From an optimization exercise on the open Yosys and OpenROAD flow, aimed at small area, a short achievable clock period and few clock cycles per item; shortcuts taken in it are not production practice.
The RTL was checked by simulation tests, not by an equivalence proof against the original design.
Power figures rest on the tool's default switching activity, not on a simulated workload.

### flow/config.mk
export PLATFORM = sky130hd
export DESIGN_NAME = sector_change_id_tracker
export DESIGN_NICKNAME = sector_change_id_tracker
export VERILOG_FILES = /design/flow/design.v
export SDC_FILE = /design/flow/constraint.sdc
export NUM_CORES = 4
export LEC_CHECK = 0
export CAP_MARGIN = 20
export CORE_MARGIN = 2
export CORE_UTILIZATION = 40
export SLEW_MARGIN = 20
### flow/constraint.sdc
create_clock -name core_clock -period 4.0 [get_ports {clk}]
set_input_delay 0.8000 -clock core_clock [delete_from_list [all_inputs] [get_ports {clk}]]
set_output_delay 0.8000 -clock core_clock [all_outputs]
set_load 0.01 [all_outputs]
### flow/design.v
`timescale 1ns / 1ps
package scit_pkg;
	localparam int NUM_SECTORS = 256;
	localparam int IDX_W       = $clog2(NUM_SECTORS);
	localparam int CNT_W       = $clog2(NUM_SECTORS + 1);
	localparam int CMD_W    = 2;
	localparam int SECTOR_W = 8;
	localparam int ID_W     = 32;
	typedef logic [CMD_W-1:0] cmd_code_t;
	localparam cmd_code_t CMD_SET   = 2'd0;
	localparam cmd_code_t CMD_QUERY = 2'd1;
	localparam cmd_code_t CMD_INIT  = 2'd2;
	typedef struct packed {
		logic capture;
		logic execute;
	} dp_ctl_t;
endpackage
`timescale 1ns / 1ps
module scit_ctrl
(
	input  logic             clk,
	input  logic             arst_n,
	input  logic             in_valid,
	output logic             in_stall,
	output logic             out_valid,
	input  logic             out_stall,
	output scit_pkg::dp_ctl_t ctl
);
	typedef enum logic {
		ST_IDLE,
		ST_EXEC
	} state_t;
	state_t state_q;
	logic   out_valid_q;
	always_comb begin
		in_stall    = (state_q != ST_IDLE);
		ctl.capture = in_valid && (state_q == ST_IDLE);
		ctl.execute = (state_q == ST_EXEC) && (!out_valid_q || !out_stall);
	end
	assign out_valid = out_valid_q;
	always_ff @(posedge clk or negedge arst_n) begin
		if (!arst_n) begin
			state_q     <= ST_IDLE;
			out_valid_q <= 1'b0;
		end else begin
			case (state_q)
				ST_IDLE: begin
					if (in_valid) begin
						state_q <= ST_EXEC;
					end
					if (out_valid_q && !out_stall) begin
						out_valid_q <= 1'b0;
					end
				end
				ST_EXEC: begin
					if (!out_valid_q || !out_stall) begin
						state_q     <= ST_IDLE;
						out_valid_q <= 1'b1;
					end
				end
				default: begin
					state_q <= ST_IDLE;
				end
			endcase
		end
	end
endmodule
`timescale 1ns / 1ps
module scit_dp
(
	input  logic                          clk,
	input  logic                          arst_n,
	input  scit_pkg::dp_ctl_t             ctl,
	input  logic                          cfg_we,
	input  logic [scit_pkg::ID_W-1:0]     cfg_wdata,
	input  logic [scit_pkg::CMD_W-1:0]    command,
	input  logic [scit_pkg::SECTOR_W-1:0] sector,
	input  logic [scit_pkg::ID_W-1:0]     change_id,
	output logic [scit_pkg::ID_W-1:0]     sector_id,
	output logic                          cleared,
	output logic                          all_done,
	output logic                          bad_sector
);
	scit_pkg::cmd_code_t             op_cmd_q;
	logic [scit_pkg::SECTOR_W-1:0]   op_sector_q;
	logic [scit_pkg::ID_W-1:0]       op_id_q;
	logic [scit_pkg::ID_W-1:0]        min_id_q;
	logic [scit_pkg::ID_W-1:0]        cur_id_q;
	logic [scit_pkg::NUM_SECTORS-1:0] pend_q;
	logic [scit_pkg::CNT_W-1:0]       pend_cnt_q;
	logic [scit_pkg::ID_W-1:0] sector_id_q;
	logic            cleared_q;
	logic            all_done_q;
	logic            bad_q;
	logic [31:0]            sec_ext;
	logic                   in_range;
	logic [scit_pkg::IDX_W-1:0]       idx;
	logic [scit_pkg::ID_W-1:0]        cur_id_d;
	logic [scit_pkg::NUM_SECTORS-1:0] pend_d;
	logic [scit_pkg::CNT_W-1:0]       pend_cnt_d;
	logic [scit_pkg::ID_W-1:0]        ans_d;
	logic                   clr_d;
	logic                   done_d;
	logic                   bad_d;
	assign sec_ext  = 32'(op_sector_q);
	assign in_range = (sec_ext < 32'(scit_pkg::NUM_SECTORS));
	assign idx      = sec_ext[scit_pkg::IDX_W-1:0];
	always_comb begin
		cur_id_d   = cur_id_q;
		pend_d     = pend_q;
		pend_cnt_d = pend_cnt_q;
		ans_d      = '0;
		clr_d      = 1'b0;
		done_d     = 1'b0;
		bad_d      = 1'b0;
		case (op_cmd_q)
			scit_pkg::CMD_SET: begin
				if (!in_range) begin
					bad_d = 1'b1;
				end else if (op_id_q > cur_id_q) begin
					cur_id_d    = op_id_q;
					pend_d      = '1;
					pend_d[idx] = 1'b0;
					pend_cnt_d  = scit_pkg::CNT_W'(scit_pkg::NUM_SECTORS - 1);
					clr_d       = 1'b1;
					done_d      = (scit_pkg::CNT_W'(scit_pkg::NUM_SECTORS - 1) == '0);
				end else if (op_id_q == cur_id_q && pend_q[idx]) begin
					pend_d[idx] = 1'b0;
					pend_cnt_d  = pend_cnt_q - scit_pkg::CNT_W'(1);
					clr_d       = 1'b1;
					done_d      = (pend_cnt_q == scit_pkg::CNT_W'(1));
				end
			end
			scit_pkg::CMD_QUERY: begin
				if (!in_range) begin
					bad_d = 1'b1;
				end else begin
					ans_d = pend_q[idx] ? '0 : cur_id_q;
				end
			end
			scit_pkg::CMD_INIT: begin
				if (cur_id_q <= min_id_q) begin
					cur_id_d   = min_id_q;
					pend_d     = '0;
					pend_cnt_d = '0;
				end
			end
			default: begin
			end
		endcase
	end
	always_ff @(posedge clk) begin
		if (ctl.capture) begin
			op_cmd_q    <= command;
			op_sector_q <= sector;
			op_id_q     <= change_id;
		end
		if (ctl.execute) begin
			sector_id_q <= ans_d;
			cleared_q   <= clr_d;
			all_done_q  <= done_d;
			bad_q       <= bad_d;
		end
	end
	always_ff @(posedge clk or negedge arst_n) begin
		if (!arst_n) begin
			min_id_q   <= '0;
			cur_id_q   <= '0;
			pend_q     <= '0;
			pend_cnt_q <= '0;
		end else begin
			if (cfg_we) begin
				min_id_q <= cfg_wdata;
			end
			if (ctl.execute) begin
				cur_id_q   <= cur_id_d;
				pend_q     <= pend_d;
				pend_cnt_q <= pend_cnt_d;
			end
		end
	end
	assign sector_id  = sector_id_q;
	assign cleared    = cleared_q;
	assign all_done   = all_done_q;
	assign bad_sector = bad_q;
endmodule
`timescale 1ns / 1ps
module sector_change_id_tracker
(
	input  logic                          clk,
	input  logic                          arst_n,
	input  logic                          cfg_we,
	input  logic [scit_pkg::ID_W-1:0]     cfg_wdata,
	input  logic                          in_valid,
	output logic                          in_stall,
	input  logic [scit_pkg::CMD_W-1:0]    command,
	input  logic [scit_pkg::SECTOR_W-1:0] sector,
	input  logic [scit_pkg::ID_W-1:0]     change_id,
	output logic                          out_valid,
	input  logic                          out_stall,
	output logic [scit_pkg::ID_W-1:0]     sector_id,
	output logic                          cleared,
	output logic                          all_done,
	output logic                          bad_sector
);
	scit_pkg::dp_ctl_t ctl;
	scit_ctrl u_ctrl (
		.clk       (clk),
		.arst_n    (arst_n),
		.in_valid  (in_valid),
		.in_stall  (in_stall),
		.out_valid (out_valid),
		.out_stall (out_stall),
		.ctl       (ctl)
	);
	scit_dp u_dp (
		.clk        (clk),
		.arst_n     (arst_n),
		.ctl        (ctl),
		.cfg_we     (cfg_we),
		.cfg_wdata  (cfg_wdata),
		.command    (command),
		.sector     (sector),
		.change_id  (change_id),
		.sector_id  (sector_id),
		.cleared    (cleared),
		.all_done   (all_done),
		.bad_sector (bad_sector)
	);
endmodule
### flow/run.sh
#!/bin/bash
# synth_recipe.tcl (not shown) runs the flow's synth.tcl, then flattens the netlist and writes it again
# the make line also repeats each setting of config.mk as NAME=value (left out here)
make -C /OpenROAD-flow-scripts/flow DESIGN_CONFIG=/design/flow/config.mk WORK_HOME=/design/flow/orfs CLKGATE_MAP_FILE= SYNTH_SCRIPT=/design/flow/synth_recipe.tcl finish
==> run summary <==
-- per-layer routing --
metal / up-vias / routed length, um / global-route usage (%)
met5: - / 11 / 0
met4: 2 / 1920 / 8.22
met3: 134 / 4760 / 4.58
met2: 659 / 29400 / 37.1
met1: 8462 / 27200 / 32.6
li1: 7765 / - / -
-- what timing repair did --
action | CTS | global route
setup endpoints to repair | 0 | 50
hold endpoints to repair | 0 | 0
gates resized for setup | 0 | 1
-- power groups by stage --
| stage | sequential, uW | combinational (uW) | clock (uW) |
|---|---|---|---|
| floorplan | 6950 | 4750 | 0 |
| global placement | 7170 | 6500 | 0 |
| detailed placement | 7250 | 6660 | 0 |
| CTS | 7190 | 6690 | 4680 |
| global route | 7410 | 7450 | 4860 |
| finish | 7210 | 6700 | 4600 |
-- layout by cell type (no fill, tap or decap), drive strengths merged, types with 15 or more instances in the layout --
cell / synthesis / routed
clkbuf: 99 / 66
clkdlybuf4s50: 0 / 112
inv: 80 / 81
mux4: 45 / 45
nand2: 189 / 189
dfrtp: 331 / 331
mux2i: 44 / 44
a31oi: 34 / 34
o21ai: 295 / 295
and2: 39 / 39
edfxtp: 76 / 76
a21oi: 284 / 284
nand3: 15 / 15
nor2: 316 / 316
nand4: 15 / 15
a22oi: 28 / 28
buf: 57 / 91
ha: 70 / 70
-- cell families after synthesis --
group           share of synthesized area, %
xor+xnor                               0.167
buf+inv                                 5.40
simple gates                            12.6
flops                                   50.4
mux                                     7.15
compound gates                          20.2
fa+ha+maj                               4.18
other cells                           0.0179
-- state kept, by name (all words and copies together) (netlist names), 2 cells and up --
signal / count
u_dp.pend_q: 256
u_dp.cur_id_q: 32
u_dp.min_id_q: 32
u_dp.op_id_q: 32
u_dp.sector_id_q: 32
u_dp.pend_cnt_q: 9
u_dp.op_sector_q: 8
u_dp.op_cmd_q: 2
-- per-stage QoR --
step           total power, uW  setup slack, ns  hold WS, ns
2_1_floorplan            11700            0.431        0.463
3_3_place_gp             13700            0.240        0.492
3_5_place_dp             13900            0.196        0.499
4_1_cts                  18600            0.168        0.301
5_1_grt                  19700            0.133        0.335
6_report                 18500            0.333        0.284
-- path summary, 6_finish.rpt --
kind	from	end	slack, ns
setup / recovery	u_dp.cur_id_q[31]	u_dp.pend_q[136]	0.33
hold / removal	arst_n	u_dp.min_id_q[4]	0.28
setup reg to reg	u_dp.cur_id_q[31]	u_dp.pend_q[136]	0.33
hold reg to reg	u_dp.pend_q[28]	u_dp.pend_q[28]	0.51
max in group asynchronous	arst_n	u_dp.pend_q[206]	2.83
min in group core_clock	u_dp.pend_q[28]	u_dp.pend_q[28]	0.51
-- cell usage after synthesis, types with 5 or more instances --
| library cell | n |
|---|---|
| a211oi_1 | 11 |
| a21o_1 | 12 |
| a21oi_1 | 204 |
| a21oi_2 | 80 |
| a22oi_1 | 28 |
| a311oi_1 | 6 |
| a31oi_1 | 34 |
| and2_1 | 37 |
| buf_1 | 7 |
| buf_2 | 18 |
| buf_6 | 28 |
| clkbuf_1 | 99 |
| dfrtp_1 | 331 |
| edfxtp_1 | 76 |
| ha_1 | 70 |
| inv_1 | 80 |
| mux2i_1 | 44 |
| mux4_2 | 45 |
| nand2_1 | 189 |
| nand3_1 | 15 |
| nand4_1 | 15 |
| nor2_1 | 313 |
| nor2b_1 | 12 |
| nor3_1 | 11 |
| nor4_1 | 5 |
| o211ai_1 | 7 |
| o21a_1 | 6 |
| o21ai_0 | 284 |
| o21ai_1 | 11 |
| o31ai_1 | 6 |
-- worst max-delay path, cell delays in order, from the launching register on --
cell and delay (ns):
dfrtp_1 0.41, inv_1 0.06, ha_1 0.32, nand4_1 0.14, or2_2 0.38, nor4_2 0.49, o21ai_0 0.16, a31oi_1 0.20
o21ai_1 0.13, buf_4 0.24, nor2_4 0.40, buf_12 0.35, nor2_1 0.09, a21oi_1 0.13
-- cell type report --
cell class	instances	area (um^2)
tap	680	851
clock buffer	66	1380
inverter	80	300
multi-input combinational	1506	9340
sequential	407	10600
clock inverter	18	265
fill	4791	26900
timing repair buffer	203	2050
==> results by group <==
Outcome
  • Status: complete, no violations

Timing
  • Minimum clock period: 3.67 ns
  • Max-slew headroom: 39.9%
  • Slew @ Worst Pin: between 0.8 and 0.9 ns
  • Setup Viol. Count Final: 0
  • Count of final hold-check violations: 0
  • Setup TNS: 0 ns
  • Skew final: between 0.015 and 0.02 ns
  • Slew Limit Fails: 0
  • Final period util: 91.7%
  • RSZ-0062 raised after global routing: false
  • Peak Freq: around 270 MHz

Placed design
  • Area after DPL: ~23000 um^2
  • Detailed placement HPWL: 41500 um
  • Cells after DPL: 2876
  • RD Place Congestion: 0.905
  • Port buffer count: between 100 and 150

Detailed routing
  • Vias after detailed routing: between 15000 and 20000
  • DR pass1 iterations: 5
  • DRT iter0 DRCs: 1511
  • DRC: 0
  • Final Routed Wirelength: between 60000 and 70000 um
  • Detail Route Antenna Nets: 0
  • WL/cell: ~21 um
  • DR vias/cell: 5.75

Final layout
  • Antenna diodes: 0
  • Final instance area: ~25000 um^2
  • Final non-filler cell total: 2960
  • Layout Nets: between 2000 and 2500
  • Layout area overhead: 18.0%
  • Final Core Density: 47.9%
  • Layout cell share with drive strength beyond 1: 13.8%

Clocking
  • Longest Clk Path Bufs: 3
  • Setup Fix Bufs, Post-CTS: 0
  • CTS tree: built
  • Num CTS Buffers: 47
  • Clk root buf: clkbuf_16
  • H-tree depth: 2
  • Clock-pin slew on the worst setup and hold paths: 0.06 ns
  • Num Clock Sinks: around 410
  • Clock Latency Late Sink: 0.59 ns
  • Post-CTS Hold Fix Bufs: 0

Hold path
  • HP Class: primary input to async pin

Floorplan
  • Die height: between 200 and 250 um
  • I/O Pins: 116
  • Die ar.: around 54000 um^2
  • Starting density of the core: 40.6%
  • DIE WIDTH: 233 um
  • Core Region: 51600 um^2
  • Std cell rows: 83

Global route
  • Pin count of the biggest net entering global routing: 113
  • Gr usage total: 23.6%
  • First-pass GRT wire length: 99000 um
  • Vias in the first global route: roughly 17000
  • Grt ovf: 0
  • Initial antenna violation count: 2

Yosys
  • Async set-or-reset flop fraction in the synthesized netlist: 81.3%
  • Post-synth EDFFs: 76
  • Avg Cell Area, Syn: a little under 10 um^2
  • Syn Inst Count: 2149
  • Yosys top cell area share: 39.5%
  • Largest area contributor in the netlist: dfrtp_1
  • Synth warn: 2
  • Mapped cell area: about 21000 um^2
  • Mapped Nets: between 2000 and 2500
  • Commonest register cell after synthesis: dfrtp_1
  • Top cells by area, synth: dfrtp_1, edfxtp_1, o21ai_0
  • Library cells used by synthesis: 63
  • Sequential area share after synthesis: 50.4%
  • Seq cells post-synth: slightly above 400

Power and ir drop
  • Combinational fraction of design power: 36.2%
  • Pint: 11800 uW
  • Pwr dens: 748 nW/um^2
  • Sequential Power Share: 39.0%
  • Clk pwr share: 24.8%
  • Switching pwr: between 6000 and 7000 uW
  • Sw Share: 36.0%
  • VDD IR max: about 0.00035 V
  • Leakage: around 0.01 uW

Critical path
  • Crit Path Category: flip-flop to flip-flop
  • Required time of the critical path: 4.50 ns
  • Crit path max fanout: around 80
  • Critical Path Sink Type: flip-flop
  • Worst-case reg-to-reg path depth: 13
  • Worst Setup Start Kind: flip-flop
  • Arrival time at the worst endpoint: 4.17 ns

Job
  • Max Cap Viol: 0
Testbench counts, summed over its fixed seeds: cycles 65,544, items 32,768.

-- port drivers added, routing unchanged --
How much do the figures lean on ideal ports? The routed layout below was timed once more, with nothing changed but the port constraints.
Step 1 sets driving cells, clkbuf_16 on the clock port and buf_2 on the other inputs (assumed; they add their load-dependent delay and slew).
Step 2 times the ports against the registers' clock, not the clock port: input delays grow and output delays shrink by t, the midpoint of the rising clock arrivals with the driver on.
Slacks: ideal ports / drivers / drivers and shift; pairs: ideal ports / drivers.
t (ns): 0.631
setup slack, ns: 0.333 / 0.333 / 0.333
worst slew at a driven data input, ns: 0.06
After both steps this run still meets setup and hold. For this run, drivers alone change the setup slack by 0.000 ns; drivers and shift together by 0.000 ns.
